This design comes from an exercise in tuning for small area, a short achievable clock period and few clock cycles on the open sky130 flow, not from production work.
At most, simulation tests tie the RTL to the original design; equivalence was not proved.
The RTL of runs 1, 2 and 7 was laid out without a check of its function.
Power is estimated from default activity; no workload was simulated.

[design.v]
module instr_decoder (
    input  logic [16-1:0] instruction,
    output logic [3:0]              cls
);
    localparam logic [3:0] C_NOP = 4'd0, C_ADD = 4'd1, C_ADC = 4'd2, C_SUB = 4'd3,
                           C_AND = 4'd4, C_EOR = 4'd5, C_OR  = 4'd6, C_MOV = 4'd7,
                           C_LDI = 4'd8, C_NEG = 4'd9, C_LD  = 4'd10, C_ST = 4'd11;
    always_comb begin
        casez (instruction)
            16'b0000_11??_????_????: cls = C_ADD;
            16'b0001_11??_????_????: cls = C_ADC;
            16'b0001_10??_????_????: cls = C_SUB;
            16'b0010_00??_????_????: cls = C_AND;
            16'b0010_01??_????_????: cls = C_EOR;
            16'b0010_10??_????_????: cls = C_OR;
            16'b0010_11??_????_????: cls = C_MOV;
            16'b1110_????_????_????: cls = C_LDI;
            16'b1001_010?_????_0001: cls = C_NEG;
            16'b1000_000?_????_0000: cls = C_LD;
            16'b1000_001?_????_0000: cls = C_ST;
            default:                 cls = C_NOP;
        endcase
    end
endmodule
module register_file (
    input  logic                       clk,
    input  logic                       clear,
    input  logic [5-1:0] a_addr,
    input  logic [5-1:0] b_addr,
    output logic [8-1:0]     a_data,
    output logic [8-1:0]     b_data,
    output logic [8-1:0]     zl_data,
    output logic [8-1:0]     zh_data,
    input  logic                       wr_en,      
    input  logic [5-1:0] wr_addr,
    input  logic [8-1:0]     wr_data,
    input  logic                       zl_wr,
    input  logic                       zh_wr,
    input  logic [8-1:0]     z_data
);
    logic [2**5-1:0][8-1:0] regs;
    logic [8-1:0] wd, zd;
    assign wd = wr_data & {8{~clear}};
    assign zd = z_data & {8{~clear}};
    always_ff @(posedge clk) begin
        for (int i = 0; i < 30; i++)
            if (clear || (wr_en && wr_addr == i[5-1:0]))
                regs[i] <= wd;
        if (clear || zl_wr)
            regs[30] <= zd;
        if (clear || zh_wr)
            regs[31] <= zd;
    end
    assign a_data  = regs[a_addr];
    assign b_data  = regs[b_addr];
    assign zl_data = regs[30];
    assign zh_data = regs[31];
endmodule
module alu (
    input  logic                   arith,     
    input  logic                   sel_sum,   
    input  logic                   sel_and,
    input  logic                   sel_or,
    input  logic [8-1:0] x,
    input  logic [8-1:0] y,
    input  logic                   cin,
    output logic [8-1:0] result,
    output logic                   cout,
    output logic                   zero
);
    localparam int W = 8;
    logic [W:0]   c0, c1, c;
    logic [W-1:0] s, g, t, p;
    always_comb begin
        g = x & y;
        t = x | y;
        c0[0] = 1'b0;
        c1[0] = 1'b1;
        for (int i = 0; i < W; i++) begin
            c0[i+1] = g[i] | (t[i] & c0[i]);
            c1[i+1] = g[i] | (t[i] & c1[i]);
        end
        c = cin ? c1 : c0;
        for (int i = 0; i < W; i++)
            s[i] = x[i] ^ (y[i] ^ (c[i] & arith));
    end
    assign cout = c[W];
    assign result = ({W{sel_sum}} & s)
                  | ({W{sel_and}} & g)
                  | ({W{sel_or}}  & t);
    assign p = t & ~g;
    assign zero = (sel_sum & arith  & (p == {t[W-2:0], cin}))
                | (sel_sum & ~arith & (p == '0))
                | (sel_and & (g == '0))
                | (sel_or  & (t == '0));
endmodule
module avr_core (
    input  logic                    clk,
    input  logic                    reset,
    output logic [10-1:0]    program_counter,
    input  logic [16-1:0] instruction,
    output logic [16-1:0]  bus_addr,
    output logic [8-1:0]  bus_wdata,
    input  logic [8-1:0]  bus_rdata,
    output logic                    mem_we,
    output logic                    mem_oe
);
    localparam logic [3:0] C_NOP = 4'd0, C_ADD = 4'd1, C_ADC = 4'd2, C_SUB = 4'd3,
                           C_AND = 4'd4, C_EOR = 4'd5, C_OR  = 4'd6, C_MOV = 4'd7,
                           C_LDI = 4'd8, C_NEG = 4'd9, C_LD  = 4'd10, C_ST = 4'd11;
    logic [3:0]  f_cls;
    logic [3:0]  r_cls;
    logic [11:0] r_raw;
    instr_decoder i_dec (
        .instruction (instruction),
        .cls         (f_cls)
    );
    always_ff @(posedge clk or posedge reset) begin
        if (reset) begin
            program_counter <= '0;
            r_cls           <= C_NOP;
        end else begin
            program_counter <= program_counter + 1'b1;
            r_cls           <= f_cls;
        end
    end
    always_ff @(posedge clk)
        r_raw <= instruction[11:0];
    logic [4:0] a_addr, b_addr;
    logic [7:0] a_data, b_data, zl, zh;
    logic [7:0] a_val, b_val;
    logic [7:0] e_result;
    logic       e_wr, e_ld, e_cupd;
    logic [4:0] e_rd;
    logic [7:0] e_x, e_y;
    logic       e_arith, e_sel_sum, e_sel_and, e_sel_or;
    logic       e_cin1, e_cinc;
    logic       carry;
    logic       w_wr;
    logic [4:0] w_rd;
    logic [7:0] w_data;
    logic       e_wz;
    assign a_addr = r_raw[8:4];
    assign b_addr = {r_raw[9], r_raw[3:0]};
    register_file i_regs (
        .clk     (clk),
        .clear   (reset),
        .a_addr  (a_addr),
        .b_addr  (b_addr),
        .a_data  (a_data),
        .b_data  (b_data),
        .zl_data (zl),
        .zh_data (zh),
        .wr_en   (w_wr),
        .wr_addr (w_rd),
        .wr_data (w_data),
        .zl_wr   (e_wr && e_rd == 30),
        .zh_wr   (e_wr && e_rd == 31),
        .z_data  (e_result)
    );
    always_comb begin
        if (e_wr && e_rd == a_addr)      a_val = e_result;
        else if (w_wr && w_rd == a_addr) a_val = w_data;
        else                             a_val = a_data;
        if (e_wr && e_rd == b_addr)      b_val = e_result;
        else if (w_wr && w_rd == b_addr) b_val = w_data;
        else                             b_val = b_data;
    end
    logic       r_sum_ops, r_zero_x;
    logic [7:0] r_x, r_y;
    assign r_sum_ops = (r_cls == C_ADD) || (r_cls == C_ADC) || (r_cls == C_SUB) || (r_cls == C_NEG);
    assign r_zero_x  = (r_cls == C_NEG) || (r_cls == C_MOV) || (r_cls == C_LDI);
    always_comb begin
        r_x = r_zero_x ? 8'h00 : a_val;
        case (r_cls)
            C_LDI:   r_y = {r_raw[11:8], r_raw[3:0]};
            C_SUB:   r_y = ~b_val;
            C_NEG:   r_y = ~a_val;
            default: r_y = b_val;
        endcase
    end
    always_ff @(posedge clk or posedge reset) begin
        if (reset) begin
            e_wr   <= 1'b0;
            e_ld   <= 1'b0;
            e_cupd <= 1'b0;
        end else begin
            e_wr   <= (r_cls != C_NOP) && (r_cls != C_ST);
            e_ld   <= (r_cls == C_LD);
            e_cupd <= r_sum_ops;
        end
    end
    always_ff @(posedge clk) begin
        e_rd   <= (r_cls == C_LDI) ? {1'b1, r_raw[7:4]} : r_raw[8:4];
        e_wz   <= (r_cls == C_LDI) ? (r_raw[7:5] == 3'b111) : (r_raw[8:5] == 4'b1111);
        e_x    <= r_x;
        e_y    <= r_y;
        e_arith   <= r_sum_ops;
        e_sel_sum <= r_sum_ops || (r_cls == C_EOR) || (r_cls == C_MOV) || (r_cls == C_LDI);
        e_sel_and <= (r_cls == C_AND);
        e_sel_or  <= (r_cls == C_OR);
        e_cin1    <= (r_cls == C_SUB) || (r_cls == C_NEG);
        e_cinc    <= (r_cls == C_ADC);
    end
    logic [7:0] alu_result;
    logic       alu_cout, alu_zero, e_zero;
    logic       zh_zero, zl_ok, zh_zero_n, zl_ok_n, zwin_n;
    logic       oe_q, we_q;
    alu i_alu (
        .arith   (e_arith),
        .sel_sum (e_sel_sum),
        .sel_and (e_sel_and),
        .sel_or  (e_sel_or),
        .x       (e_x),
        .y       (e_y),
        .cin     (e_cin1 | (e_cinc & carry)),
        .result  (alu_result),
        .cout    (alu_cout),
        .zero    (alu_zero)
    );
    assign zh_zero_n = (e_wr && e_rd == 31) ? e_zero : zh_zero;
    assign zl_ok_n   = (e_wr && e_rd == 30) ? (e_result[7] ^ e_result[6]) : zl_ok;
    assign zwin_n    = zh_zero_n & zl_ok_n;
    always_ff @(posedge clk or posedge reset) begin
        if (reset) begin
            zh_zero <= 1'b1;
            zl_ok   <= 1'b0;
            oe_q    <= 1'b0;
            we_q    <= 1'b0;
        end else begin
            zh_zero <= zh_zero_n;
            zl_ok   <= zl_ok_n;
            oe_q    <= (r_cls == C_LD) && zwin_n;
            we_q    <= (r_cls == C_ST) && zwin_n;
        end
    end
    assign e_result = e_ld ? (bus_rdata & {8{oe_q}}) : alu_result;
    assign e_zero   = e_ld ? ((bus_rdata & {8{oe_q}}) == 8'h00) : alu_zero;
    always_ff @(posedge clk or posedge reset) begin
        if (reset)
            carry <= 1'b0;
        else if (e_cupd)
            carry <= alu_cout ^ e_cin1;
    end
    assign bus_addr  = {zh, zl};
    assign bus_wdata = e_x;
    assign mem_we    = we_q;
    assign mem_oe    = oe_q;
    always_ff @(posedge clk or posedge reset) begin
        if (reset)
            w_wr <= 1'b0;
        else
            w_wr <= e_wr && !e_wz;
    end
    always_ff @(posedge clk) begin
        w_rd   <= e_rd;
        w_data <= e_result;
    end
endmodule
[run.sh]
#!/bin/bash
# synth_recipe.tcl (not shown) runs the flow's synth.tcl, then flattens the netlist and writes it again
# the make line also repeats each setting of config.mk as NAME=value (left out here)
make -C /OpenROAD-flow-scripts/flow DESIGN_CONFIG=/design/flow/config.mk WORK_HOME=/design/flow/orfs CLKGATE_MAP_FILE= SYNTH_SCRIPT=/design/flow/synth_recipe.tcl finish
[config.mk]
export PLATFORM = sky130hd
export DESIGN_NAME = avr_core
export DESIGN_NICKNAME = avr_core
export VERILOG_FILES = /design/flow/design.v
export SDC_FILE = /design/flow/constraint.sdc
export NUM_CORES = 4
export LEC_CHECK = 0
export CAP_MARGIN = 20
export CORE_MARGIN = 2
export CORE_UTILIZATION = 40
export CTS_BUF_LIST = sky130_fd_sc_hd__clkbuf_4 sky130_fd_sc_hd__clkbuf_8
export SETUP_SLACK_MARGIN = 2.5
export SLEW_MARGIN = 20
[constraint.sdc]
create_clock -name core_clock -period 5.0 [get_ports {clk}]
set_input_delay 1.0000 -clock core_clock [delete_from_list [all_inputs] [get_ports {clk}]]
set_output_delay 1.0000 -clock core_clock [all_outputs]
set_load 0.01 [all_outputs]
==> results.cfg, run 1 <==
[sta]
relSlewSlack = 0.314
fin_setup_tns_ps = 0
min_period_ps = 2730
final_max_slew_viol_count = 0
worst_slew_pin_slew_ps = 1020
max_freq_ghz = 0.367
rsz0062_at_grt = true
final_hold_viol_count = 0
skew_ps = 27.5
hold_ws_ps = 382
period_share = 0.545
setup_violations = 0

[yosys]
synth.top_cell.area_share = 0.466
ys_ff_latch = 332
syn_nets = 1129
synth.largest_area_cell = edfxtp_1
synth.yosys.seq_area_share = 0.565
syn_inst = 1085
ys_top_cells_by_area = edfxtp_1, mux4_2, dfxtp_1
syn_avg_cell_area_um2 = 15.2
async_flop_share = 0.0693
synth-edff-count = 256
netlist_area_um2 = 16500
ys_warn_count = 4
synth_cell_types = 66
synth_ff_type = edfxtp_1

[grt]
grt_pass1_wl_um = 72100
grt.busiest_layer = met2
grt_util_met1 = 0.307
grt.overflow.total = 0
grtUsageMet3 = 0.0553
grt_max_degree = 31
grt_usage = 0.228
grt_pass1_vias = 10833
gr-usage-met2 = 0.350
antenna_found_initial = 0

[floorplan]
die_x_um = 207
start_util = 0.405
rows = 74
die_h_um = 207
io_pins = 62
core-area_um2 = 40700
fp.dieArea_um2 = 42900

[routing]
ant_nets = 0
viasPerCell = 6.02
route.detailed.drc = 0
drtIter0Drc = 1175
wl_per_cell_um = 27.1
firstDrtPassIters = 5
routed_wl_um = 49000
vias = 10890

[layout]
nets = 1274
num-fill-cells = 3432
drive_gt1_frac = 0.374
syn_to_final_growth_pct = 23.2
design_area_um2 = 20300
regArea_um2 = 9380
multi_input_comb_area_um2 = 7080

[worst_hold_path]
holdPathStages = 1
hp-class = reg2reg
min-delay-start = e_wz
holdPathEnd = w_wr

[critical_path]
crit_family = multiplexers
cp.required_ps = 5530
r2r-start = r_raw[0]
crit_type = reg2reg
end_kind = flip-flop
cpPeakStageDelay_ps = 550
r2r_cells = 9
path_max_fanout = 10
ff2ff_setup_slack_ps = 2270
worstPathArrival_ps = 3250
worstPathCellList = buf_16, mux4_2, mux4_2, mux2i_1, nand2_1, o211ai_1, o21ai_2, mux2i_1, a221o_1
slowest_stage = mux4_2
start_kind = flip-flop
crit_buf_inv = 1
timing.rr.end = e_y[1]

[power]
power_switching_uw = 1980
powerDensity_nw_per_um2 = 360
p_int_uw = 5350
clockPowerShare = 0.354
p_leak_uw = 0.00751
p_sw_frac = 0.270
pwr-share-seq = 0.465
ir_worst_vdd_mv = 0.184
power_frac_comb = 0.180

[cts]
cts_tree = yes
clk_latency_ps = 640
cts.sinks = 332
clock-root-buffer = clkbuf_8
clk_path_buf_depth = 3
clkTransAtPathRegs_ps = 60
numCtsBuffers = 55
htree_levels = 2

[placed_design]
dp.final_hpwl_um = 30500
gp_congestion = 0.890
placed_area_um2 = 17600
port_buffers = 61

[job]
drv_cap = 0

[outcome]
status = timing/DRC/antenna clean
[synthesized netlist by cell type (11+ instances only)]
cell type and instances:
edfxtp_1 256, mux4_2 141, nand2_1 72, dfxtp_1 53, nor2_1 53, a21oi_1 35
inv_1 31, clkbuf_1 30, o21ai_0 30, mux2i_1 26, nand3_1 26, xor2_1 26
xnor2_1 23, dfrtp_1 22, nor3_1 19, buf_4 18, buf_2 17, ha_1 17
nor2b_1 16, a22oi_1 13, nor4_1 13, mux4_1 11, nand2b_1 11
[placed cells by master (no fill, tap or decap), drive strengths merged, types with 5 or more instances in the layout]
| cell | synthesis | final |
|---|---|---|
| nand4 | 7 | 7 |
| nor2b | 16 | 16 |
| nand2 | 72 | 72 |
| mux2i | 26 | 26 |
| xnor2 | 23 | 23 |
| a211oi | 7 | 7 |
| o21ai | 37 | 37 |
| a221o | 6 | 6 |
| clkdlybuf4s50 | 0 | 25 |
| o22ai | 5 | 5 |
| nor4 | 13 | 13 |
| and2 | 6 | 6 |
| a22oi | 13 | 13 |
| dfxtp | 53 | 53 |
| mux4 | 152 | 152 |
| nor3 | 19 | 19 |
| dfrtp | 22 | 22 |
| a221oi | 5 | 5 |
| ha | 17 | 17 |
| buf | 54 | 109 |
| a21oi | 37 | 37 |
| inv | 32 | 33 |
| nor2 | 53 | 53 |
| nand3 | 26 | 26 |
| edfxtp | 256 | 256 |
| clkinv | 0 | 17 |
| nand4b | 5 | 5 |
| dlygate4sd2 | 0 | 33 |
| clkbuf | 31 | 82 |
| nand2b | 11 | 11 |
| xor2 | 26 | 26 |
[per-layer routing]
layer	share of wire	vias up
met5	0	-
met4	0.041	0
met3	0.088	102
met2	0.47	592
met1	0.40	5586
li1	-	4610
[through the flow]
| stage | cells | total power, µW | util | worst slack, ps |
|---|---|---|---|---|
| 6_report | 1809 | 7330 | 0.499 | 2270 |
| 5_1_grt | 1808 | 7600 | 0.499 | 2220 |
| 4_1_cts | 1787 | 7280 | 0.487 | 2280 |
| 3_5_place_dp | 1626 | 4530 | 0.432 | 1630 |
| 3_3_place_gp | 1626 | 4520 | 0.432 | 1610 |
| 2_1_floorplan | 1085 | 4140 | - | 2510 |
[kinds of logic (layout without fill, tap and decap cells)]
kind of cell,after synthesis,in the layout,synth area share
flip-flops,332,332,0.565
multiplexers,180,180,0.227
buffers and inverters,117,308,0.0384
XOR/XNOR,49,49,0.0260
AO/OA/AOI/OAI,137,137,0.0535
AND/OR/NAND/NOR,252,252,0.0760
adder cells (fa/ha/maj),18,18,0.0141
other,0,1,0
[flip-flops by register name, indices dropped and copies added (netlist names), 4 cells and up]
signal and cells:
e_x 8, w_rd 5, r_raw 12, e_y 8
w_data 8, program_counter 10, i_regs.regs 256, r_cls 4
e_rd 5
[power by group through the flow]
stage               Combinational (µW)  Clock [µW]  Sequential, µW
floorplan                          768           0            3370
global placement                  1040           0            3480
detailed placement                1040           0            3480
CTS                               1240        2640            3400
global route                      1410        2760            3430
finish                            1320        2590            3410
[worst max path at each step]
stage                   from               end  slack [ps]  depth (start not counted)
floorplan             e_x[0]            e_y[6]        2510                         13
global placement    r_raw[0]            e_y[4]        1610                          9
detailed placement     reset  i_regs.regs[226]        1630                          5
CTS                 r_raw[0]            e_y[4]        2280                         10
global route        r_raw[0]            e_y[1]        2220                          9
finish              r_raw[0]            e_y[1]        2270                          9
[timing repair]
action	4_1_cts	5_1_grt
gates cloned	3	3
hold buffers	0	0
hold endpoints to repair	0	0
pin swaps	16	23
resized for setup	144	59
setup buffers	55	17
setup endpoints to repair	84	84
[cell type report]
cell class / instances / share of cell area
flip-flops and latches: 332 / 0.461
multi-input cells: 636 / 0.348
repair buffers: 173 / 0.0921
clock buffers: 79 / 0.0483
well taps: 532 / 0.0327
clock inverters: 24 / 0.0108
inverters: 32 / 0.00615
diodes: 1 / 0.000123
==> run 2: changes to the inputs <==
--- a/design.v
+++ b/design.v
@@ -31,25 +31,17 @@
     output logic [8-1:0]     b_data,
     output logic [8-1:0]     zl_data,
     output logic [8-1:0]     zh_data,
-    input  logic                       wr_en,      
+    input  logic                       wr_en,
     input  logic [5-1:0] wr_addr,
-    input  logic [8-1:0]     wr_data,
-    input  logic                       zl_wr,
-    input  logic                       zh_wr,
-    input  logic [8-1:0]     z_data
+    input  logic [8-1:0]     wr_data
 );
     logic [2**5-1:0][8-1:0] regs;
-    logic [8-1:0] wd, zd;
+    logic [8-1:0] wd;
     assign wd = wr_data & {8{~clear}};
-    assign zd = z_data & {8{~clear}};
     always_ff @(posedge clk) begin
-        for (int i = 0; i < 30; i++)
+        for (int i = 0; i < 2**5; i++)
             if (clear || (wr_en && wr_addr == i[5-1:0]))
                 regs[i] <= wd;
-        if (clear || zl_wr)
-            regs[30] <= zd;
-        if (clear || zh_wr)
-            regs[31] <= zd;
     end
     assign a_data  = regs[a_addr];
     assign b_data  = regs[b_addr];
@@ -70,7 +62,7 @@
 );
     localparam int W = 8;
     logic [W:0]   c0, c1, c;
-    logic [W-1:0] s, g, t, p;
+    logic [W-1:0] s, g, t, k, zb;
     always_comb begin
         g = x & y;
         t = x | y;
@@ -88,9 +80,12 @@
     assign result = ({W{sel_sum}} & s)
                   | ({W{sel_and}} & g)
                   | ({W{sel_or}}  & t);
-    assign p = t & ~g;
-    assign zero = (sel_sum & arith  & (p == {t[W-2:0], cin}))
-                | (sel_sum & ~arith & (p == '0))
+    always_comb begin
+        k = {t[W-2:0], cin} & {W{arith}};
+        for (int i = 0; i < W; i++)
+            zb[i] = x[i] ^ (y[i] ^ k[i]);
+    end
+    assign zero = (sel_sum & (zb == '0))
                 | (sel_and & (g == '0))
                 | (sel_or  & (t == '0));
 endmodule
@@ -136,10 +131,6 @@
     logic       e_arith, e_sel_sum, e_sel_and, e_sel_or;
     logic       e_cin1, e_cinc;
     logic       carry;
-    logic       w_wr;
-    logic [4:0] w_rd;
-    logic [7:0] w_data;
-    logic       e_wz;
     assign a_addr = r_raw[8:4];
     assign b_addr = {r_raw[9], r_raw[3:0]};
     register_file i_regs (
@@ -151,21 +142,12 @@
         .b_data  (b_data),
         .zl_data (zl),
         .zh_data (zh),
-        .wr_en   (w_wr),
-        .wr_addr (w_rd),
-        .wr_data (w_data),
-        .zl_wr   (e_wr && e_rd == 30),
-        .zh_wr   (e_wr && e_rd == 31),
-        .z_data  (e_result)
+        .wr_en   (e_wr),
+        .wr_addr (e_rd),
+        .wr_data (e_result)
     );
-    always_comb begin
-        if (e_wr && e_rd == a_addr)      a_val = e_result;
-        else if (w_wr && w_rd == a_addr) a_val = w_data;
-        else                             a_val = a_data;
-        if (e_wr && e_rd == b_addr)      b_val = e_result;
-        else if (w_wr && w_rd == b_addr) b_val = w_data;
-        else                             b_val = b_data;
-    end
+    assign a_val = (e_wr && e_rd == a_addr) ? e_result : a_data;
+    assign b_val = (e_wr && e_rd == b_addr) ? e_result : b_data;
     logic       r_sum_ops, r_zero_x;
     logic [7:0] r_x, r_y;
     assign r_sum_ops = (r_cls == C_ADD) || (r_cls == C_ADC) || (r_cls == C_SUB) || (r_cls == C_NEG);
@@ -192,7 +174,6 @@
     end
     always_ff @(posedge clk) begin
         e_rd   <= (r_cls == C_LDI) ? {1'b1, r_raw[7:4]} : r_raw[8:4];
-        e_wz   <= (r_cls == C_LDI) ? (r_raw[7:5] == 3'b111) : (r_raw[8:5] == 4'b1111);
         e_x    <= r_x;
         e_y    <= r_y;
         e_arith   <= r_sum_ops;
@@ -246,14 +227,4 @@
     assign bus_wdata = e_x;
     assign mem_we    = we_q;
     assign mem_oe    = oe_q;
-    always_ff @(posedge clk or posedge reset) begin
-        if (reset)
-            w_wr <= 1'b0;
-        else
-            w_wr <= e_wr && !e_wz;
-    end
-    always_ff @(posedge clk) begin
-        w_rd   <= e_rd;
-        w_data <= e_result;
-    end
-endmodule
+endmodule
==> run 2 against run 1 <==
Maximum frequency is 2.8% lower. Cell area is 4.9% lower. Still clean on timing, DRC and antenna. Non-clock buffer count is 12 lower. First-iteration DRC count is 7.0% lower. Global-route usage is 0.39 points lower. Power is 8.0% lower. Hold slack better by 53 ps. Clock skew is 12 ps lower. Critical endpoint unchanged. Sequential cell count is 15 lower. Critical path depth stayed put. Synthesized cell count is 9.6% lower. Utilization is 0.14 points higher.
==> results.cfg, run 2 <==
[critical_path]
startpoint = r_raw[0]
crit_type = reg2reg
end_kind = flip-flop
worstPathArrival_ps = 3280
cp.required_ps = 5480
start_kind = flip-flop
path_max_fanout = 7
r2r-start = r_raw[0]

[grt]
grt_max_degree = 36
grt.overflow.total = 0
grt_pass1_vias = 10107
grt_usage = 0.224
grt_pass1_wl_um = 66600
antenna_found_initial = 1

[layout]
largest_register_ffs = 256
syn_to_final_growth_pct = 23.4
final_cell_mix = edfxtp_1, mux4_2, clkbuf_8
num-fill-cells = 3200
utilization = 0.500
nets = 1134
regMostFlops = i_regs.regs
drive_gt1_frac = 0.392
reg_top3 = i_regs.regs x256, r_raw x12, program_counter x10
design_area_um2 = 19300
final_common_cell = edfxtp_1

[yosys]
async_flop_share = 0.0694
synth-edff-count = 256
synth.yosys.seq_area_share = 0.576
synth.largest_area_cell = edfxtp_1
syn_nets = 1008
syn_avg_cell_area_um2 = 16.0
ys_warn_count = 4
synth_most_common_cell = edfxtp_1
netlist_area_um2 = 15700
ys_top_cells_by_area = edfxtp_1, mux4_2, dfxtp_1
synth_commonest_cells = edfxtp_1, mux4_2, nand2_1
syn_inst = 981
synth_ff_type = edfxtp_1
synth_cell_types = 68
synth.top_cell.area_share = 0.491
ys_ff_latch = 317

[sta]
rsz0062_at_grt = true
final_max_slew_viol_count = 0
fin_setup_tns_ps = 0
relSlewSlack = 0.404
setup_violations = 0
period_share = 0.561
max_freq_ghz = 0.356
final_hold_viol_count = 0
skew_ps = 15.5
fin_ws_ps = 2190
worst_slew_pin_slew_ps = 888
min_period_ps = 2810

[cts]
htree_levels = 2
clk_latency_ps = 600
clock-root-buffer = clkbuf_8
clkTransAtPathRegs_ps = 70
numCtsBuffers = 51
cts_tree = yes
postCtsHoldBufs = 0
cts.sinks = 317
clk_path_buf_depth = 3

[floorplan]
start_util = 0.405
fp.dieArea_um2 = 40800
die_h_um = 202
io_pins = 62
die_x_um = 202
rows = 72
core-area_um2 = 38600

[routing]
ant_nets = 0
viasPerCell = 6.10
firstDrtPassIters = 8
wl_per_cell_um = 28.0
vias = 10177
routed_wl_um = 46600
route.detailed.drc = 0
drtIter0Drc = 1093

[placed_design]
pre_cts_ws_ps = 1600
port_buffers = 61
gp_congestion = 0.874
placed_area_um2 = 16700
dp.final_hpwl_um = 27400

[power]
powerDensity_nw_per_um2 = 349
p_leak_uw = 0.00699
ir_worst_vdd_mv = 0.169

[worst_hold_path]
min-delay-start = e_cupd
hp-class = reg2reg

[outcome]
status = timing/DRC/antenna clean

[job]
drv_cap = 0
## run 2: cell count changes in the layout (fill, tap and decap cells not counted), moves of 12 or more
cell / delta
nand2_1: -16
nor2_1: -17
nor2_4: +12
buf_4: -22
inv_1: -21
mux4_2: +15
ha_1: -12
dfxtp_1: -14
## run 2: area by class of cell
cell class	instances	area (µm²)	area share
antenna	1	2.50	0.000129
clock inverter	12	65.1	0.00336
tap	518	648	0.0335
sequential	317	9070	0.469
multi-input combinational	569	6560	0.339
timing repair buffer	161	1980	0.102
clock buffer	82	985	0.0509
inverter	7	26.3	0.00136
## run 2: final timing paths
kind | depth (start not counted) | to | slack [ps]
worst max-delay path | 9 | e_y[1] | 2190
worst min-delay path | 1 | carry | 440
worst max register to register | 9 | e_y[1] | 2190
worst min register to register | 1 | carry | 440
max in group asynchronous | 3 | zh_zero | 3590
min in group asynchronous | 3 | e_wr | 1060
## run 2: logic make-up (layout without fill, tap and decap cells)
group	after synthesis	after routing	share of synthesized area
AND/OR/NAND/NOR	203	208	0.0642
multiplexers	184	184	0.247
buffers and inverters	100	262	0.0320
other	0	1	0
AO/OA/AOI/OAI	138	138	0.0591
flip-flops	317	317	0.576
XOR/XNOR	35	35	0.0196
adder cells (fa/ha/maj)	4	4	0.00272
## run 2: routing by layer
metal | vias to the layer above | track usage | wire, µm
met4 | 2 | 0.0727 | 1570
met1 | 5203 | 0.310 | 18600
met3 | 97 | 0.0619 | 5210
li1 | 4267 | - | -
met5 | - | 0 | 13
met2 | 608 | 0.343 | 21200
## run 2: where the power goes
group	total (µW)	switching (µW)	internal (µW)	leakage, µW
sequential	3290	200	3090	0.00325
combinational	1170	582	591	0.00318
clock	2280	1030	1250	0.000555
total	6740	1810	4930	0.00699
## run 2: metrics by stage
step	cells	total power (µW)	hold WS [ps]
after floorplan	981	3940	326
after global placement	1487	4260	426
after detailed placement	1490	4270	443
after CTS	1640	6670	434
after global routing	1666	6980	462
final	1667	6740	435
## run 2: what timing repair did
| item | CTS | global route |
|---|---|---|
| gates resized for setup | 122 | 45 |
| pin swaps | 15 | 11 |
| endpoints found under the setup margin | 428 | 223 |
| gates cloned | 11 | 3 |
| setup buffers | 45 | 23 |
## run 2: critical path, stage by stage (launching register included)
cell,delay [ps]
dfxtp_4,420
buf_12,130
buf_16,130
mux4_2,550
mux4_2,520
nor2b_2,210
a211oi_2,190
a21oi_1,90
mux2i_1,160
a221o_1,280
==> run 3: changes to the inputs <==
--- a/design.v
+++ b/design.v
@@ -50,10 +50,13 @@
 endmodule
 module alu (
     input  logic                   arith,     
+    input  logic                   invx,      
+    input  logic                   invr,      
     input  logic                   sel_sum,   
     input  logic                   sel_and,
     input  logic                   sel_or,
-    input  logic [8-1:0] x,
+    input  logic                   sel_y,     
+    input  logic [8-1:0] x_in,
     input  logic [8-1:0] y,
     input  logic                   cin,
     output logic [8-1:0] result,
@@ -62,10 +65,12 @@
 );
     localparam int W = 8;
     logic [W:0]   c0, c1, c;
-    logic [W-1:0] s, g, t, k, zb;
+    logic [W-1:0] x, yr, s, g, t, k, zb;
     always_comb begin
-        g = x & y;
-        t = x | y;
+        x  = x_in ^ {W{invx}};
+        yr = y ^ {W{invr}};
+        g  = x & y;
+        t  = x | y;
         c0[0] = 1'b0;
         c1[0] = 1'b1;
         for (int i = 0; i < W; i++) begin
@@ -74,20 +79,22 @@
         end
         c = cin ? c1 : c0;
         for (int i = 0; i < W; i++)
-            s[i] = x[i] ^ (y[i] ^ (c[i] & arith));
+            s[i] = x[i] ^ (yr[i] ^ (c[i] & arith));
     end
     assign cout = c[W];
     assign result = ({W{sel_sum}} & s)
                   | ({W{sel_and}} & g)
-                  | ({W{sel_or}}  & t);
+                  | ({W{sel_or}}  & t)
+                  | ({W{sel_y}}   & y);
     always_comb begin
-        k = {t[W-2:0], cin} & {W{arith}};
+        k = {(invr ? g[W-2:0] : t[W-2:0]), cin} & {W{arith}};
         for (int i = 0; i < W; i++)
-            zb[i] = x[i] ^ (y[i] ^ k[i]);
+            zb[i] = x[i] ^ (yr[i] ^ k[i]);
     end
     assign zero = (sel_sum & (zb == '0))
                 | (sel_and & (g == '0))
-                | (sel_or  & (t == '0));
+                | (sel_or  & (t == '0))
+                | (sel_y   & (y == '0));
 endmodule
 module avr_core (
     input  logic                    clk,
@@ -128,7 +135,7 @@
     logic       e_wr, e_ld, e_cupd;
     logic [4:0] e_rd;
     logic [7:0] e_x, e_y;
-    logic       e_arith, e_sel_sum, e_sel_and, e_sel_or;
+    logic       e_arith, e_invx, e_invr, e_sel_sum, e_sel_and, e_sel_or, e_sel_y;
     logic       e_cin1, e_cinc;
     logic       carry;
     assign a_addr = r_raw[8:4];
@@ -148,19 +155,8 @@
     );
     assign a_val = (e_wr && e_rd == a_addr) ? e_result : a_data;
     assign b_val = (e_wr && e_rd == b_addr) ? e_result : b_data;
-    logic       r_sum_ops, r_zero_x;
-    logic [7:0] r_x, r_y;
+    logic       r_sum_ops;
     assign r_sum_ops = (r_cls == C_ADD) || (r_cls == C_ADC) || (r_cls == C_SUB) || (r_cls == C_NEG);
-    assign r_zero_x  = (r_cls == C_NEG) || (r_cls == C_MOV) || (r_cls == C_LDI);
-    always_comb begin
-        r_x = r_zero_x ? 8'h00 : a_val;
-        case (r_cls)
-            C_LDI:   r_y = {r_raw[11:8], r_raw[3:0]};
-            C_SUB:   r_y = ~b_val;
-            C_NEG:   r_y = ~a_val;
-            default: r_y = b_val;
-        endcase
-    end
     always_ff @(posedge clk or posedge reset) begin
         if (reset) begin
             e_wr   <= 1'b0;
@@ -174,13 +170,20 @@
     end
     always_ff @(posedge clk) begin
         e_rd   <= (r_cls == C_LDI) ? {1'b1, r_raw[7:4]} : r_raw[8:4];
-        e_x    <= r_x;
-        e_y    <= r_y;
+        e_x    <= a_val;
+        case (r_cls)
+            C_LDI:   e_y <= {r_raw[11:8], r_raw[3:0]};
+            C_NEG:   e_y <= 8'h00;
+            default: e_y <= b_val;
+        endcase
         e_arith   <= r_sum_ops;
-        e_sel_sum <= r_sum_ops || (r_cls == C_EOR) || (r_cls == C_MOV) || (r_cls == C_LDI);
+        e_invx    <= (r_cls == C_SUB) || (r_cls == C_NEG);
+        e_invr    <= (r_cls == C_SUB);
+        e_sel_sum <= r_sum_ops || (r_cls == C_EOR);
         e_sel_and <= (r_cls == C_AND);
         e_sel_or  <= (r_cls == C_OR);
-        e_cin1    <= (r_cls == C_SUB) || (r_cls == C_NEG);
+        e_sel_y   <= (r_cls == C_MOV) || (r_cls == C_LDI);
+        e_cin1    <= (r_cls == C_NEG);
         e_cinc    <= (r_cls == C_ADC);
     end
     logic [7:0] alu_result;
@@ -189,10 +192,13 @@
     logic       oe_q, we_q;
     alu i_alu (
         .arith   (e_arith),
+        .invx    (e_invx),
+        .invr    (e_invr),
         .sel_sum (e_sel_sum),
         .sel_and (e_sel_and),
         .sel_or  (e_sel_or),
-        .x       (e_x),
+        .sel_y   (e_sel_y),
+        .x_in    (e_x),
         .y       (e_y),
         .cin     (e_cin1 | (e_cinc & carry)),
         .result  (alu_result),
--- a/config.mk
+++ b/config.mk
@@ -9,5 +9,5 @@
 export CORE_MARGIN = 2
 export CORE_UTILIZATION = 40
 export CTS_BUF_LIST = sky130_fd_sc_hd__clkbuf_4 sky130_fd_sc_hd__clkbuf_8
-export SETUP_SLACK_MARGIN = 2.5
+export SETUP_SLACK_MARGIN = 3.0
 export SLEW_MARGIN = 20
==> run 3 against run 2 <==
Count of clock-buffer cells in the layout down 4. Register-to-register slack improved by 90 ps. Clock power is 8.8% higher. Via count up 8.1%. Utilization grew 2.8 points. Critical endpoint is now we_q. Sequential share of layout area fell by 3.2 points. Cell area increased by 8.3%. Maximum frequency grew 3.3%. Critical path depth up 3. Synthesized cell count up 5.8%. Largest cell class unchanged. Still clean. Global-route usage increased by 2.2 points.
==> results.cfg, run 3 <==
[yosys]
synth_commonest_cells = edfxtp_1, mux4_2, nand2_1
syn_inst = 1038
ys_ff_latch = 320
ys_warn_count = 4
synth-edff-count = 256
netlist_area_um2 = 16000
synth.top_cell.area_share = 0.480
synth_ff_type = edfxtp_1
synth_most_common_cell = edfxtp_1
syn_avg_cell_area_um2 = 15.4
async_flop_share = 0.0688
ys_top_cells_by_area = edfxtp_1, mux4_2, dfxtp_1
syn_nets = 1065
synth_cell_types = 73
synth.largest_area_cell = edfxtp_1
synth.yosys.seq_area_share = 0.567

[routing]
wl_per_cell_um = 27.7
routed_wl_um = 50500
route.detailed.drc = 0
viasPerCell = 6.03
firstDrtPassIters = 6
vias = 10999
ant_nets = 0
drtIter0Drc = 1121

[cts]
clk_latency_ps = 650
numCtsBuffers = 53
clkTransAtPathRegs_ps = 60
htree_levels = 2
cts.sinks = 320
cts_tree = yes
clock-root-buffer = clkbuf_8
postCtsHoldBufs = 0
clk_path_buf_depth = 3

[floorplan]
die_h_um = 204
die_x_um = 204
core-area_um2 = 39600
io_pins = 62
fp.dieArea_um2 = 41700
start_util = 0.404
rows = 73

[grt]
grt_pass1_wl_um = 73600
grt.overflow.total = 0
antenna_found_initial = 0
grt_max_degree = 38
grt_pass1_vias = 11027
grt_usage = 0.246

[outcome]
status = timing/DRC/antenna clean

[layout]
final_common_cell = edfxtp_1
fin_cells = 1823
antenna_cells = 0
largest_register_ffs = 256
design_area_um2 = 20900
nets = 1282
reg_top3 = i_regs.regs x256, r_raw x12, program_counter x10
regMostFlops = i_regs.regs
num-fill-cells = 3212
drive_gt1_frac = 0.488
syn_to_final_growth_pct = 30.7
final_cell_mix = edfxtp_1, mux4_2, buf_4

[critical_path]
cp.required_ps = 5530
end_kind = flip-flop
worstPathArrival_ps = 3250
critPathCapture = we_q
timing.rr.end = we_q
path_max_fanout = 5
r2r_cells = 12
crit_type = reg2reg
startpoint = e_invx
start_kind = flip-flop
ff2ff_setup_slack_ps = 2290
r2r-start = e_invx

[placed_design]
placed_area_um2 = 17200
dp_cells = 1558
pre_cts_ws_ps = 1470
port_buffers = 61
dp.final_hpwl_um = 29000
gp_congestion = 0.906

[sta]
worst_slew_pin_slew_ps = 823
fin_setup_tns_ps = 0
period_share = 0.543
max_freq_ghz = 0.368
final_hold_viol_count = 0
skew_ps = 44.5
final_max_slew_viol_count = 0
setup_violations = 0
fin_ws_ps = 2290
rsz0062_at_grt = true
min_period_ps = 2710
relSlewSlack = 0.451

[power]
clockPowerShare = 0.341
pwr-share-seq = 0.452
ir_worst_vdd_mv = 0.181
powerDensity_nw_per_um2 = 347
power_uw = 7270
power_switching_uw = 1980
p_sw_frac = 0.273
p_int_uw = 5280
power_frac_comb = 0.207
p_leak_uw = 0.00770

[job]
drv_cap = 0

[worst_hold_path]
hp-class = reg2reg
[run 3: changes by cell type after synthesis, sizes merged, moves of 7 or more]
| cell | previous run | this run |
|---|---|---|
| buf | 39 | 46 |
| clkbuf | 54 | 46 |
| mux2 | 10 | 2 |
| nand2 | 55 | 87 |
| nor2 | 42 | 34 |
| o21ai | 38 | 47 |
| xnor2 | 19 | 28 |
| xor2 | 16 | 24 |
[run 3: repair_timing]
item,4_1_cts,5_1_grt
setup endpoints to repair,591,379
gates cloned,25,4
buffers inserted,122,16
pin swaps,41,19
gates resized for setup,321,46
[run 3: cells by family after synthesis]
logic type,share of synthesized area
flip-flops,0.567
XOR/XNOR,0.0313
multiplexers,0.233
AND/OR/NAND/NOR,0.0723
adder cells (fa/ha/maj),0.00476
buffers and inverters,0.0312
AO/OA/AOI/OAI,0.0611
[run 3: layer usage]
layer  GRT usage  vias to the layer above  part of all wire
met3      0.0547                      124             0.087
li1            -                     4611                 -
met5           0                        -                 0
met4       0.114                        0             0.045
met1       0.311                     5662              0.38
met2       0.403                      602              0.49
[run 3: final cells by class]
cell class,count,area [µm²],share of cell area
Clock buffer,78,973,0.0465
Clock inverter,20,175,0.00836
Inverter,12,47.5,0.00227
Multi-Input combinational cell,626,7150,0.341
Sequential cell,320,9150,0.437
Tap cell,525,657,0.0314
Timing Repair Buffer,242,2790,0.133
[run 3: critical path: stages (launching register included)]
cell and delay [ps]:
dfxtp_4 380, buf_12 150, buf_12 110, xor2_4 180, or2_4 170, maj3_4 200, nand2_2 50, a2111o_1 430
a211oi_2 240, buf_4 170, a211oi_2 60, mux2_4 330, nor3_2 100
[run 3: worst min path at each step]
stage          startpoint       to  slack [ps]  cells after the start
5_1_grt            e_cupd    carry         470                      1
3_5_place_dp       e_cupd    carry         440                      1
6_report           e_cupd    carry         460                      1
3_3_place_gp       e_cupd    carry         440                      1
2_1_floorplan    r_raw[7]  e_rd[3]         330                      0
4_1_cts            e_cupd    carry         460                      1
[run 3: power by group through the flow]
stage | clock network [µW] | logic (µW) | registers (µW)
final | 2480 | 1500 | 3280
after global routing | 2640 | 1570 | 3300
after CTS | 2520 | 1420 | 3270
after detailed placement | 0 | 1030 | 3360
after global placement | 0 | 1030 | 3350
after floorplan | 0 | 825 | 3230
[run 3: stage by stage]
| stage | hold slack [ps] | util |
|---|---|---|
| 6_report | 462 | 0.528 |
| 5_1_grt | 466 | 0.528 |
| 4_1_cts | 459 | 0.519 |
| 3_5_place_dp | 443 | 0.434 |
| 3_3_place_gp | 443 | 0.434 |
| 2_1_floorplan | 329 | - |
Testbench counts of run 3, summed over its fixed seeds: cycles 14,816.
==> run 4: changes to the inputs <==
--- a/config.mk
+++ b/config.mk
@@ -9,5 +9,5 @@
 export CORE_MARGIN = 2
 export CORE_UTILIZATION = 40
 export CTS_BUF_LIST = sky130_fd_sc_hd__clkbuf_4 sky130_fd_sc_hd__clkbuf_8
-export SETUP_SLACK_MARGIN = 3.0
+export SETUP_SLACK_MARGIN = 2.0
 export SLEW_MARGIN = 20
==> run 4 against run 3 <==
Cell area fell by 12%. Critical path depth fell by 4. Largest power group unchanged. Still clean on timing, DRC and antenna. Clock power fell by 4%. First-iteration DRC count fell by 6.2%.
==> results.cfg, run 4 <==
[floorplan]
start_util = 0.404
rows = 73
io_pins = 62
core-area_um2 = 39600
die_x_um = 204
fp.dieArea_um2 = 41700
die_h_um = 204

[yosys]
syn_inst = 1038
synth_commonest_cells = edfxtp_1, mux4_2, nand2_1
netlist_area_um2 = 16000
async_flop_share = 0.0688
ys_warn_count = 4
synth_most_common_cell = edfxtp_1
synth.yosys.seq_area_share = 0.567
synth_ff_type = edfxtp_1
synth.top_cell.area_share = 0.480
ys_top_cells_by_area = edfxtp_1, mux4_2, dfxtp_1
synth-edff-count = 256
syn_nets = 1065
ys_ff_latch = 320
syn_avg_cell_area_um2 = 15.4
synth_cell_types = 73
synth.largest_area_cell = edfxtp_1

[sta]
setup_violations = 0
rsz0062_at_grt = true
worst_slew_pin_slew_ps = 856
fin_setup_tns_ps = 0
max_freq_ghz = 0.336
period_share = 0.594
final_max_slew_viol_count = 0
fin_ws_ps = 2030
final_hold_viol_count = 0
skew_ps = 45.7
relSlewSlack = 0.428
min_period_ps = 2970

[cts]
clock-root-buffer = clkbuf_8
postCtsHoldBufs = 0
numCtsBuffers = 54
cts_tree = yes
clk_latency_ps = 620
htree_levels = 2
clk_path_buf_depth = 3
cts.sinks = 320
clkTransAtPathRegs_ps = 60

[routing]
wl_per_cell_um = 26.3
routed_wl_um = 44100
ant_nets = 0
firstDrtPassIters = 5
drtIter0Drc = 1052
vias = 9910
viasPerCell = 5.91
route.detailed.drc = 0

[power]
p_leak_uw = 0.00647
powerDensity_nw_per_um2 = 364
power_uw = 6730
ir_worst_vdd_mv = 0.152

[critical_path]
path_max_fanout = 32
worstPathArrival_ps = 3260
end_kind = flip-flop
start_kind = flip-flop
crit_type = reg2reg
cp.required_ps = 5290

[worst_hold_path]
hp-class = reg2reg

[placed_design]
port_buffers = 61
dp_cells = 1570
gp_congestion = 0.901
dp.final_hpwl_um = 28100
pre_cts_ws_ps = 884

[layout]
drive_gt1_frac = 0.304
nets = 1135
final_cell_mix = edfxtp_1, mux4_2, nand2_1
antenna_cells = 0
utilization = 0.466
largest_register_ffs = 256
syn_to_final_growth_pct = 15.3
regMostFlops = i_regs.regs
fin_cells = 1677
reg_top3 = i_regs.regs x256, r_raw x12, program_counter x10
final_common_cell = edfxtp_1

[job]
drv_cap = 0

[outcome]
status = timing/DRC/antenna clean

[grt]
grt_pass1_vias = 10023
grt_pass1_wl_um = 64800
grt_usage = 0.214
grt.overflow.total = 0
antenna_found_initial = 0
grt_max_degree = 44
-- run 4: cell counts after synthesis --
Identical to the previous run, type by type.
-- run 4: cell type report --
type / count / area (µm²)
Fill cell: 3438 / 21200
Sequential cell: 320 / 9110
Multi-Input combinational cell: 615 / 6550
Timing Repair Buffer: 105 / 998
Clock buffer: 77 / 978
Tap cell: 525 / 657
Clock inverter: 23 / 139
Inverter: 12 / 45.0
-- run 4: metrics by stage --
step                      hold WS (ps)  area [µm²]
after floorplan                    329       16000
after global placement             450       17200
after detailed placement           452       17200
after CTS                          453       18300
after global routing               482       18500
final                              449       18500
-- run 4: where the power goes --
| group | total (µW) | internal [µW] | switching, µW |
|---|---|---|---|
| Combinational | 1060 | 519 | 541 |
| Clock | 2380 | 1310 | 1060 |
| Sequential | 3290 | 3100 | 191 |
| Total | 6730 | 4930 | 1800 |
-- run 4: cell families after synthesis --
group                    synth area share
flip-flops                          0.567
AND/OR/NAND/NOR                    0.0723
multiplexers                        0.233
AO/OA/AOI/OAI                      0.0611
buffers and inverters              0.0312
XOR/XNOR                           0.0313
adder cells (fa/ha/maj)           0.00476
-- run 4: final timing paths --
kind / start / end / slack (ps) / cells past startpoint
worst max-delay path: e_x[5] / i_regs.regs[79] / 2030 / 8
worst min-delay path: e_cupd / carry / 450 / 1
worst max register to register: e_x[5] / i_regs.regs[79] / 2030 / 8
worst min register to register: e_cupd / carry / 450 / 1
max in group asynchronous: reset / zh_zero / 3250 / 4
min in group asynchronous: reset / e_ld / 1460 / 4
-- run 4: metal layers --
metal / track usage / share of wire / up-vias
met3: 0.0400 / 0.073 / 95
met1: 0.275 / 0.39 / 5104
li1: - / - / 4286
met5: 0 / 0 / -
met2: 0.358 / 0.50 / 425
met4: 0.0893 / 0.038 / 0
-- run 4: worst max-delay path, stage by stage, from the launching register on --
cell and delay [ps]:
dfxtp_1 580, xor2_2 390, maj3_4 290, nand2_1 60, a2111o_1 430, a211oi_2 310, a21o_1 280, nor2_2 50
buf_4 240
-- run 4: timing repair --
action,CTS,global route
resized for setup,12,14
pin swaps,1,3
hold endpoints to repair,0,0
gates cloned,1,0
buffers inserted,2,4
endpoints found under the setup margin,274,218
==> run 5: changes to the inputs <==
--- a/config.mk
+++ b/config.mk
@@ -7,7 +7,8 @@
 export LEC_CHECK = 0
 export CAP_MARGIN = 20
 export CORE_MARGIN = 2
-export CORE_UTILIZATION = 40
+export CORE_UTILIZATION = 65
 export CTS_BUF_LIST = sky130_fd_sc_hd__clkbuf_4 sky130_fd_sc_hd__clkbuf_8
-export SETUP_SLACK_MARGIN = 2.0
+export PLACE_DENSITY = 0.75
+export SETUP_SLACK_MARGIN = 2.5
 export SLEW_MARGIN = 20
==> run 5 against run 4 <==
Highest routed layer unchanged. Still clean. Register-to-register slack better by 190 ps. Non-clock buffer count is 75 higher. Worst setup slack better by 190 ps. Sequential share of layout area is 2.9 points lower. Via count is 10% higher. Critical endpoint is now i_regs.regs[63]. Area after synthesis stayed put.
==> results.cfg, run 5 <==
[cts]
clk_path_buf_depth = 3
cts_tree = yes
cts.sinks = 320
clk_latency_ps = 590
postCtsHoldBufs = 0
clkTransAtPathRegs_ps = 60
htree_levels = 2
numCtsBuffers = 50
clock-root-buffer = clkbuf_8

[worst_hold_path]
min-delay-start = program_counter[9]
holdPathEnd = program_counter[9]
hp-class = reg2reg
holdPathStages = 1

[power]
p_leak_uw = 0.00723
ir_worst_vdd_mv = 0.410
power_uw = 6870
powerDensity_nw_per_um2 = 349

[critical_path]
start_kind = flip-flop
crit_type = reg2reg
worstPathArrival_ps = 3120
timing.rr.end = i_regs.regs[63]
r2r-start = e_invx
path_max_fanout = 8
ff2ff_setup_slack_ps = 2220
r2r_cells = 13
end_kind = flip-flop
cp.required_ps = 5340

[yosys]
synth.top_cell.area_share = 0.480
syn_inst = 1038
ys_top_cells_by_area = edfxtp_1, mux4_2, dfxtp_1
async_flop_share = 0.0688
synth_cell_types = 73
syn_avg_cell_area_um2 = 15.4
synth.yosys.seq_area_share = 0.567
synth_ff_type = edfxtp_1
ys_warn_count = 4
synth-edff-count = 256
netlist_area_um2 = 16000
synth.largest_area_cell = edfxtp_1
syn_nets = 1065
synth_most_common_cell = edfxtp_1
synth_commonest_cells = edfxtp_1, mux4_2, nand2_1
ys_ff_latch = 320

[routing]
vias = 10937
routed_wl_um = 46800
ant_nets = 0
route.detailed.drc = 0
wl_per_cell_um = 30.3
drtIter0Drc = 1524
viasPerCell = 7.07
firstDrtPassIters = 5

[grt]
grt_max_degree = 37
antenna_found_initial = 0
grt_pass1_vias = 10883
grt_usage = 0.360
grt_pass1_wl_um = 67900
grt.overflow.total = 0

[sta]
worst_slew_pin_slew_ps = 1120
fin_setup_tns_ps = 0
max_freq_ghz = 0.359
period_share = 0.557
final_max_slew_viol_count = 0
min_period_ps = 2780
final_hold_viol_count = 0
relSlewSlack = 0.253
skew_ps = 25.6
setup_violations = 0
rsz0062_at_grt = true

[layout]
regMostFlops = i_regs.regs
largest_register_ffs = 256
antenna_cells = 0
final_cell_mix = edfxtp_1, mux4_2, nand2_1
nets = 1211
reg_top3 = i_regs.regs x256, r_raw x12, program_counter x10
drive_gt1_frac = 0.400
syn_to_final_growth_pct = 23.0
final_common_cell = edfxtp_1

[floorplan]
io_pins = 62
fp.dieArea_um2 = 25900
core-area_um2 = 24200
die_x_um = 161
die_h_um = 161
rows = 57
start_util = 0.661

[outcome]
status = timing/DRC/antenna clean

[job]
drv_cap = 0

[placed_design]
port_buffers = 61
dp.final_hpwl_um = 26300
gp_congestion = 0.922
run 5: cell counts after synthesis:
Identical to the previous run, type by type.
run 5: timing repair:
| item | CTS | global route |
|---|---|---|
| buffers inserted | 46 | 39 |
| pin swaps | 23 | 30 |
| setup endpoints to repair | 512 | 331 |
| gates resized for setup | 129 | 64 |
| cloned | 12 | 6 |
run 5: cells by family after synthesis:
| family | count (synthesis) | synth area share |
|---|---|---|
| mux | 172 | 0.233 |
| flops | 320 | 0.567 |
| simple gates | 236 | 0.0723 |
| xor+xnor | 53 | 0.0313 |
| fa+ha+maj | 7 | 0.00476 |
| compound gates | 146 | 0.0611 |
| buf+inv | 104 | 0.0312 |
run 5: worst max-delay path: stages (launching register included):
cell and delay (ps):
dfxtp_4 420, buf_12 120, buf_12 120, xor2_4 190, or2_4 160, maj3_4 180, nor3_2 40, a2111o_1 400
a211oi_2 280, a21o_4 180, buf_6 100, nor2_4 40, buf_6 170, buf_16 130
run 5: how the worst max path moves through the flow:
| stage | start | to | slack, ps | cells after the start |
|---|---|---|---|---|
| finish | e_invx | i_regs.regs[63] | 2220 | 13 |
| global route | e_invx | i_regs.regs[53] | 2130 | 10 |
| CTS | e_invx | i_regs.regs[191] | 2270 | 11 |
| detailed placement | e_invx | i_regs.regs[76] | 1260 | 10 |
| global placement | e_invx | i_regs.regs[84] | 1340 | 10 |
| floorplan | e_invx | i_regs.regs[103] | 2480 | 10 |
run 5: where the power goes:
group | switching (µW) | internal [µW]
Sequential | 199 | 3110
Combinational | 658 | 682
Clock | 1050 | 1180
Total | 1900 | 4970
run 5: cell type report:
type | instances | area (µm²)
tap | 324 | 405
sequential | 320 | 9140
multi-input combinational | 620 | 6990
timing repair buffer | 180 | 2110
clock inverter | 21 | 134
fill | 1260 | 4540
inverter | 12 | 45.0
clock buffer | 71 | 871
run 5: stage by stage:
step | cells | cell area, µm² | setup slack, ps | utilization | hold slack, ps
after global placement | 1353 | 16900 | 1340 | 0.697 | 457
final | 1548 | 19700 | 2220 | 0.813 | 477
after detailed placement | 1353 | 16900 | 1260 | 0.697 | 473
after CTS | 1503 | 18900 | 2270 | 0.781 | 477
after global routing | 1548 | 19700 | 2130 | 0.813 | 510
after floorplan | 1038 | 16200 | 2480 | - | 329
run 5: metal layers:
| layer | share of wire | up-vias | GRT usage |
|---|---|---|---|
| li1 | - | 4451 | - |
| met1 | 0.35 | 5479 | 0.497 |
| met2 | 0.48 | 826 | 0.565 |
| met3 | 0.12 | 181 | 0.0822 |
| met4 | 0.052 | 0 | 0.158 |
| met5 | 0 | - | 0 |
==> run 6: changes to the inputs <==
--- a/config.mk
+++ b/config.mk
@@ -7,8 +7,7 @@
 export LEC_CHECK = 0
 export CAP_MARGIN = 20
 export CORE_MARGIN = 2
-export CORE_UTILIZATION = 65
+export CORE_UTILIZATION = 40
 export CTS_BUF_LIST = sky130_fd_sc_hd__clkbuf_4 sky130_fd_sc_hd__clkbuf_8
-export PLACE_DENSITY = 0.75
 export SETUP_SLACK_MARGIN = 2.5
 export SLEW_MARGIN = 20
==> run 6 against run 5 <==
Still clean. Global-route usage decreased by 13 points. Critical path depth decreased by 3. Power increased by 0.56%. Via count shrank 4.1%. Cell area up 0.65%. Cell count increased by 13%. Clock skew up 11 ps. Maximum frequency is 5.7% higher. Non-clock buffer count down 7. Worst setup slack improved by 150 ps. Largest cell class unchanged.
==> results.cfg, run 6 <==
[power]
p_sw_frac = 0.275
p_leak_uw = 0.00712
power_frac_comb = 0.189
powerDensity_nw_per_um2 = 349
clockPowerShare = 0.334
ir_worst_vdd_mv = 0.201
p_int_uw = 5010
pwr-share-seq = 0.478
power_switching_uw = 1900

[layout]
drive_gt1_frac = 0.387
num-fill-cells = 3358
antenna_cells = 0
final_cell_mix = edfxtp_1, mux4_2, nand2_1
nets = 1207
final_common_cell = edfxtp_1
regArea_um2 = 9150
reg_top3 = i_regs.regs x256, r_raw x12, program_counter x10
largest_register_ffs = 256
multi_input_comb_area_um2 = 6990
fin_cells = 1747
regMostFlops = i_regs.regs
syn_to_final_growth_pct = 23.8

[yosys]
ys_ff_latch = 320
synth_most_common_cell = edfxtp_1
syn_avg_cell_area_um2 = 15.4
synth_cell_types = 73
synth.yosys.seq_area_share = 0.567
synth-edff-count = 256
ys_warn_count = 4
ys_top_cells_by_area = edfxtp_1, mux4_2, dfxtp_1
synth_ff_type = edfxtp_1
synth.largest_area_cell = edfxtp_1
syn_inst = 1038
syn_nets = 1065
async_flop_share = 0.0688
synth_commonest_cells = edfxtp_1, mux4_2, nand2_1
synth.top_cell.area_share = 0.480
netlist_area_um2 = 16000

[cts]
clk_path_buf_depth = 3
numCtsBuffers = 54
clkTransAtPathRegs_ps = 60
clock-root-buffer = clkbuf_8
cts_tree = yes
clk_latency_ps = 630
htree_levels = 2
cts.sinks = 320

[critical_path]
start_kind = flip-flop
path_max_fanout = 16
slowest_stage = a2111o_1
end_kind = flip-flop
cp_common_cell = buf_12
worstPathArrival_ps = 2980
worstPathCellList = buf_12, xor2_4, or2_4, maj3_4, nand2_1, a2111o_1, a211oi_4, a21o_4, nor2_4, buf_12
cp.required_ps = 5340
crit_type = reg2reg
cpPeakStageDelay_ps = 460

[routing]
vias = 10485
ant_nets = 0
viasPerCell = 6.00
firstDrtPassIters = 6
wl_per_cell_um = 26.9
route.detailed.drc = 0
routed_wl_um = 47000
drtIter0Drc = 1090

[floorplan]
die_x_um = 204
die_h_um = 204
core-area_um2 = 39600
rows = 73
io_pins = 62
fp.dieArea_um2 = 41700
start_util = 0.404

[placed_design]
gp_congestion = 0.908
dp_cells = 1564
port_buffers = 61
dp.final_hpwl_um = 27900
pre_cts_ws_ps = 1330

[worst_hold_path]
hp-class = reg2reg

[sta]
final_max_slew_viol_count = 0
period_share = 0.527
max_freq_ghz = 0.380
min_period_ps = 2630
fin_ws_ps = 2370
setup_violations = 0
relSlewSlack = 0.285
rsz0062_at_grt = true
skew_ps = 36.8
final_hold_viol_count = 0
worst_slew_pin_slew_ps = 1060
fin_setup_tns_ps = 0

[grt]
antenna_found_initial = 1
grt_pass1_wl_um = 69000
grt_usage = 0.228
grt.overflow.total = 0
grt_max_degree = 36
grt_pass1_vias = 10500

[outcome]
status = timing/DRC/antenna clean

[job]
drv_cap = 0
## run 6: cell counts after synthesis
Identical to the previous run, type by type.
## run 6: layer usage
| layer | GRT usage | vias to the layer above | part of all wire |
|---|---|---|---|
| met4 | 0.0813 | 0 | 0.036 |
| met1 | 0.296 | 5392 | 0.38 |
| li1 | - | 4442 | - |
| met5 | 0 | - | 0 |
| met2 | 0.383 | 542 | 0.50 |
| met3 | 0.0442 | 109 | 0.085 |
## run 6: cell type report
class / instances / area share
Clock buffer: 80 / 0.0492
Sequential cell: 320 / 0.461
Tap cell: 525 / 0.0331
Clock inverter: 18 / 0.00448
Timing Repair Buffer: 173 / 0.0969
Inverter: 12 / 0.00259
Multi-Input combinational cell: 619 / 0.353
## run 6: repair_timing
| item | CTS | global route |
|---|---|---|
| setup endpoints to repair | 470 | 275 |
| gates cloned | 9 | 1 |
| setup buffers | 62 | 13 |
| hold buffers | 0 | 0 |
| pin swaps | 23 | 10 |
| resized for setup | 136 | 54 |
## run 6: worst paths after layout
| check | start | slack, ps | endpoint | cells past startpoint |
|---|---|---|---|---|
| max | e_invx | 2370 | i_regs.regs[7] | 10 |
| min | e_cupd | 460 | carry | 1 |
| max reg2reg | e_invx | 2370 | i_regs.regs[7] | 10 |
| min reg2reg | e_cupd | 460 | carry | 1 |
| max in group asynchronous | reset | 3330 | zh_zero | 3 |
| min in group asynchronous | reset | 1370 | e_wr | 3 |
## run 6: worst max-delay path: cells and delay by family (launching register included)
kind / cells / cell delay (ps)
XOR/XNOR: 1 / 200
AO/OA/AOI/OAI: 3 / 930
adder cells (fa/ha/maj): 1 / 210
buffers and inverters: 2 / 350
AND/OR/NAND/NOR: 3 / 270
flip-flops: 1 / 400
## run 6: power groups by stage
stage                     Sequential [µW]  Combinational (µW)  Clock (µW)
after detailed placement             3370                1010           0
after global routing                 3330                1380        2480
final                                3300                1300        2310
after global placement               3360                1000           0
after CTS                            3300                1210        2350
after floorplan                      3230                 792           0
## run 6: cell families after synthesis
group	after synthesis	share of synthesized area
muxes	172	0.233
DFF	320	0.567
xor gates and xnor gates	53	0.0313
buffers and inverters	104	0.0312
AOI/OAI and AO/OA	146	0.0611
adders and majority gates	7	0.00476
and+or+nand+nor	236	0.0723
## run 6: through the flow
| step | total power [µW] | hold slack (ps) | utilization | instance area, µm² |
|---|---|---|---|---|
| after global placement | 4370 | 442 | 0.435 | 17200 |
| final | 6910 | 458 | 0.500 | 19800 |
| after detailed placement | 4380 | 462 | 0.435 | 17200 |
| after floorplan | 4020 | 329 | - | 16200 |
| after CTS | 6860 | 463 | 0.491 | 19500 |
| after global routing | 7180 | 487 | 0.500 | 19800 |
==> run 7: changes to the inputs <==
--- a/design.v
+++ b/design.v
@@ -50,13 +50,12 @@
 endmodule
 module alu (
     input  logic                   arith,     
-    input  logic                   invx,      
     input  logic                   invr,      
     input  logic                   sel_sum,   
     input  logic                   sel_and,
     input  logic                   sel_or,
     input  logic                   sel_y,     
-    input  logic [8-1:0] x_in,
+    input  logic [8-1:0] x,         
     input  logic [8-1:0] y,
     input  logic                   cin,
     output logic [8-1:0] result,
@@ -65,9 +64,8 @@
 );
     localparam int W = 8;
     logic [W:0]   c0, c1, c;
-    logic [W-1:0] x, yr, s, g, t, k, zb;
+    logic [W-1:0] yr, s, g, t, k, zb;
     always_comb begin
-        x  = x_in ^ {W{invx}};
         yr = y ^ {W{invr}};
         g  = x & y;
         t  = x | y;
@@ -135,7 +133,7 @@
     logic       e_wr, e_ld, e_cupd;
     logic [4:0] e_rd;
     logic [7:0] e_x, e_y;
-    logic       e_arith, e_invx, e_invr, e_sel_sum, e_sel_and, e_sel_or, e_sel_y;
+    logic       e_arith, e_invr, e_sel_sum, e_sel_and, e_sel_or, e_sel_y;
     logic       e_cin1, e_cinc;
     logic       carry;
     assign a_addr = r_raw[8:4];
@@ -170,14 +168,13 @@
     end
     always_ff @(posedge clk) begin
         e_rd   <= (r_cls == C_LDI) ? {1'b1, r_raw[7:4]} : r_raw[8:4];
-        e_x    <= a_val;
+        e_x    <= a_val ^ {8{(r_cls == C_SUB) || (r_cls == C_NEG)}};
         case (r_cls)
             C_LDI:   e_y <= {r_raw[11:8], r_raw[3:0]};
             C_NEG:   e_y <= 8'h00;
             default: e_y <= b_val;
         endcase
         e_arith   <= r_sum_ops;
-        e_invx    <= (r_cls == C_SUB) || (r_cls == C_NEG);
         e_invr    <= (r_cls == C_SUB);
         e_sel_sum <= r_sum_ops || (r_cls == C_EOR);
         e_sel_and <= (r_cls == C_AND);
@@ -192,13 +189,12 @@
     logic       oe_q, we_q;
     alu i_alu (
         .arith   (e_arith),
-        .invx    (e_invx),
         .invr    (e_invr),
         .sel_sum (e_sel_sum),
         .sel_and (e_sel_and),
         .sel_or  (e_sel_or),
         .sel_y   (e_sel_y),
-        .x_in    (e_x),
+        .x       (e_x),
         .y       (e_y),
         .cin     (e_cin1 | (e_cinc & carry)),
         .result  (alu_result),
==> run 7 against run 6 <==
Still clean on timing, DRC and antenna. First-iteration DRC count decreased by 8.3%. Register-to-register slack better by 50 ps. Clock power decreased by 6%.
==> results.cfg, run 7 <==
[layout]
multi_input_comb_area_um2 = 6670
design_area_um2 = 19700
drive_gt1_frac = 0.394
regMostFlops = i_regs.regs
fin_cells = 1710
antenna_cells = 0
num-fill-cells = 3223
largest_register_ffs = 256
nets = 1178
regArea_um2 = 9140
syn_to_final_growth_pct = 24.2
reg_top3 = i_regs.regs x256, r_raw x12, program_counter x10
final_common_cell = edfxtp_1
final_cell_mix = edfxtp_1, mux4_2, nand2_1

[yosys]
netlist_area_um2 = 15900
syn_nets = 1045
synth_ff_type = edfxtp_1
synth.top_cell.area_share = 0.485
synth-edff-count = 256
ys_top_cells_by_area = edfxtp_1, mux4_2, dfxtp_1
ys_ff_latch = 319
synth_most_common_cell = edfxtp_1
syn_avg_cell_area_um2 = 15.6
synth.largest_area_cell = edfxtp_1
synth_cell_types = 65
ys_warn_count = 4
synth.yosys.seq_area_share = 0.571
syn_inst = 1018
async_flop_share = 0.0690
synth_commonest_cells = edfxtp_1, mux4_2, nand2_1

[placed_design]
dp.final_hpwl_um = 28700
placed_area_um2 = 16900
port_buffers = 61
pre_cts_ws_ps = 1630
gp_congestion = 0.897
dp_cells = 1523

[sta]
relSlewSlack = 0.346
fin_ws_ps = 2420
min_period_ps = 2580
rsz0062_at_grt = true
setup_violations = 0
period_share = 0.517
final_max_slew_viol_count = 0
final_hold_viol_count = 0
skew_ps = 25.3
worst_slew_pin_slew_ps = 977
max_freq_ghz = 0.387
fin_setup_tns_ps = 0

[grt]
grt_max_degree = 40
antenna_found_initial = 0
grt_pass1_vias = 10308
grt.overflow.total = 0
grt_usage = 0.229
grt_pass1_wl_um = 69200

[floorplan]
core-area_um2 = 38900
io_pins = 62
die_h_um = 203
die_x_um = 203
fp.dieArea_um2 = 41200
start_util = 0.407
rows = 72

[cts]
cts_tree = yes
clk_path_buf_depth = 3
clk_latency_ps = 590
clock-root-buffer = clkbuf_8
clkTransAtPathRegs_ps = 60
htree_levels = 2
cts.sinks = 319
numCtsBuffers = 52

[outcome]
status = timing/DRC/antenna clean

[critical_path]
cp.required_ps = 5330
start_kind = flip-flop
crit_type = reg2reg
worstPathCellList = xor3_2, buf_4, buf_6, nand2_1, a21oi_1, a21oi_1, o211ai_1, buf_4, o31ai_4, nor2_2, buf_6, buf_4, buf_12
cp_common_cell = buf_4
cpPeakStageDelay_ps = 420
crit_buf_inv = 6
crit_cells = 13
r2r_cells = 13
end_kind = flip-flop
worstPathArrival_ps = 2920
slowest_stage = xor3_2
crit_family = buffers and inverters
path_max_fanout = 8

[worst_hold_path]
holdPathStages = 1
hp-class = reg2reg

[routing]
vias = 10377
route.detailed.drc = 0
drtIter0Drc = 1000
viasPerCell = 6.07
firstDrtPassIters = 7
routed_wl_um = 47100
wl_per_cell_um = 27.5
ant_nets = 0

[power]
ir_worst_vdd_mv = 0.142
powerDensity_nw_per_um2 = 351
p_leak_uw = 0.00710

[job]
drv_cap = 0
==> run 7: changes by cell type in the layout (fill, tap and decap cells not counted), sizes merged, moves of 3 or more <==
cell     before  now
o21ai        47   31
clkinv       15   24
nand2        87   78
clkbuf       81   74
mux2i        10    3
a21oi        27   33
nor2         39   34
nand2b       12    8
and2          5    2
maj3          6    3
o2bb2ai       3    0
==> run 7: timing repair <==
action,in CTS,in global routing
endpoints found under the setup margin,388,271
hold buffers,0,0
pin swaps,26,36
gates cloned,13,4
setup buffers,51,24
gates resized for setup,139,56
==> run 7: final cells by class <==
| type | count | area share |
|---|---|---|
| clock buffer | 70 | 0.0448 |
| clock inverter | 25 | 0.00546 |
| inverter | 11 | 0.00241 |
| multi-input combinational | 591 | 0.339 |
| sequential | 319 | 0.464 |
| tap | 518 | 0.0329 |
| timing repair buffer | 176 | 0.112 |
==> run 7: power by group <==
group	internal (µW)	switching (µW)	leakage [µW]	total [µW]
Combinational	732	681	0.00330	1410
Sequential	3140	195	0.00327	3330
Clock	1140	1020	0.000526	2170
==> run 7: kinds of logic after synthesis <==
family,count (synthesis),synth area share
buffers and inverters,110,0.0341
DFF,319,0.571
muxes,167,0.232
and+or+nand+nor,223,0.0687
AOI/OAI and AO/OA,144,0.0604
adders and majority gates,4,0.00268
xor gates and xnor gates,51,0.0306
==> run 7: routing by layer <==
layer | vias to the layer above | GRT usage | wire, µm
li1 | 4381 | - | -
met1 | 5397 | 0.310 | 18500
met2 | 490 | 0.379 | 23000
met3 | 109 | 0.0355 | 3700
met4 | 0 | 0.0782 | 1960
met5 | - | 0 | 0
==> run 7: stage by stage <==
stage	power (µW)	hold slack, ps	util
floorplan	4040	326	-
global placement	4410	449	0.434
detailed placement	4430	443	0.434
CTS	6810	454	0.492
global route	7160	477	0.506
finish	6910	446	0.506
==> run 7: worst register-to-register path, delay by kind of cell, from the launching register on <==
kind | cells | cell delay (ps)
compound gates | 4 | 550
xor+xnor | 1 | 420
flops | 1 | 390
simple gates | 2 | 150
buf+inv | 6 | 820
==> run 7: final timing paths <==
path	startpoint	endpoint	slack (ps)
setup / recovery	e_y[7]	i_regs.regs[31]	2420
hold / removal	e_cupd	carry	450
setup reg to reg	e_y[7]	i_regs.regs[31]	2420
hold reg to reg	e_cupd	carry	450
max in group asynchronous	reset	zh_zero	3530
min in group asynchronous	reset	zl_ok	1200

[re-timing with driven ports]
The flow's constraints put no driver on any port. The routed layouts listed below were extracted and timed again, unchanged, in two steps. Step 1 sets driving cells, clkbuf_16 on the clock port and buf_2 on the other inputs (assumed; they add their load-dependent delay and slew). Step 2 times the ports against the registers' clock, not the clock port: input delays grow and output delays shrink by t, the midpoint of the rising clock arrivals with the driver on. Slacks: ideal / step 1 / step 2; pairs: ideal / step 1.
run	t, ns	slack for setup (ns)	worst hold slack (ns)
run 1	0.675	2.273 / 2.273 / 1.900	0.382 / 0.382 / 0.382
run 2	0.643	2.195 / 2.195 / 1.944	0.435 / 0.435 / 0.435
run 3	0.678	2.285 / 2.285 / 2.123	0.462 / 0.462 / 0.462
run 4	0.649	2.028 / 2.028 / 1.876	0.449 / 0.449 / 0.449
run 5	0.628	2.216 / 2.216 / 1.774	0.477 / 0.477 / 0.477
run 6	0.655	2.365 / 2.365 / 1.914	0.458 / 0.458 / 0.458
run 7	0.631	2.417 / 2.417 / 1.897	0.446 / 0.446 / 0.446
After both steps setup and hold are still met in every run listed. For run 7, which loses most, drivers alone change the setup slack by 0.000 ns; drivers and shift together by -0.520 ns.
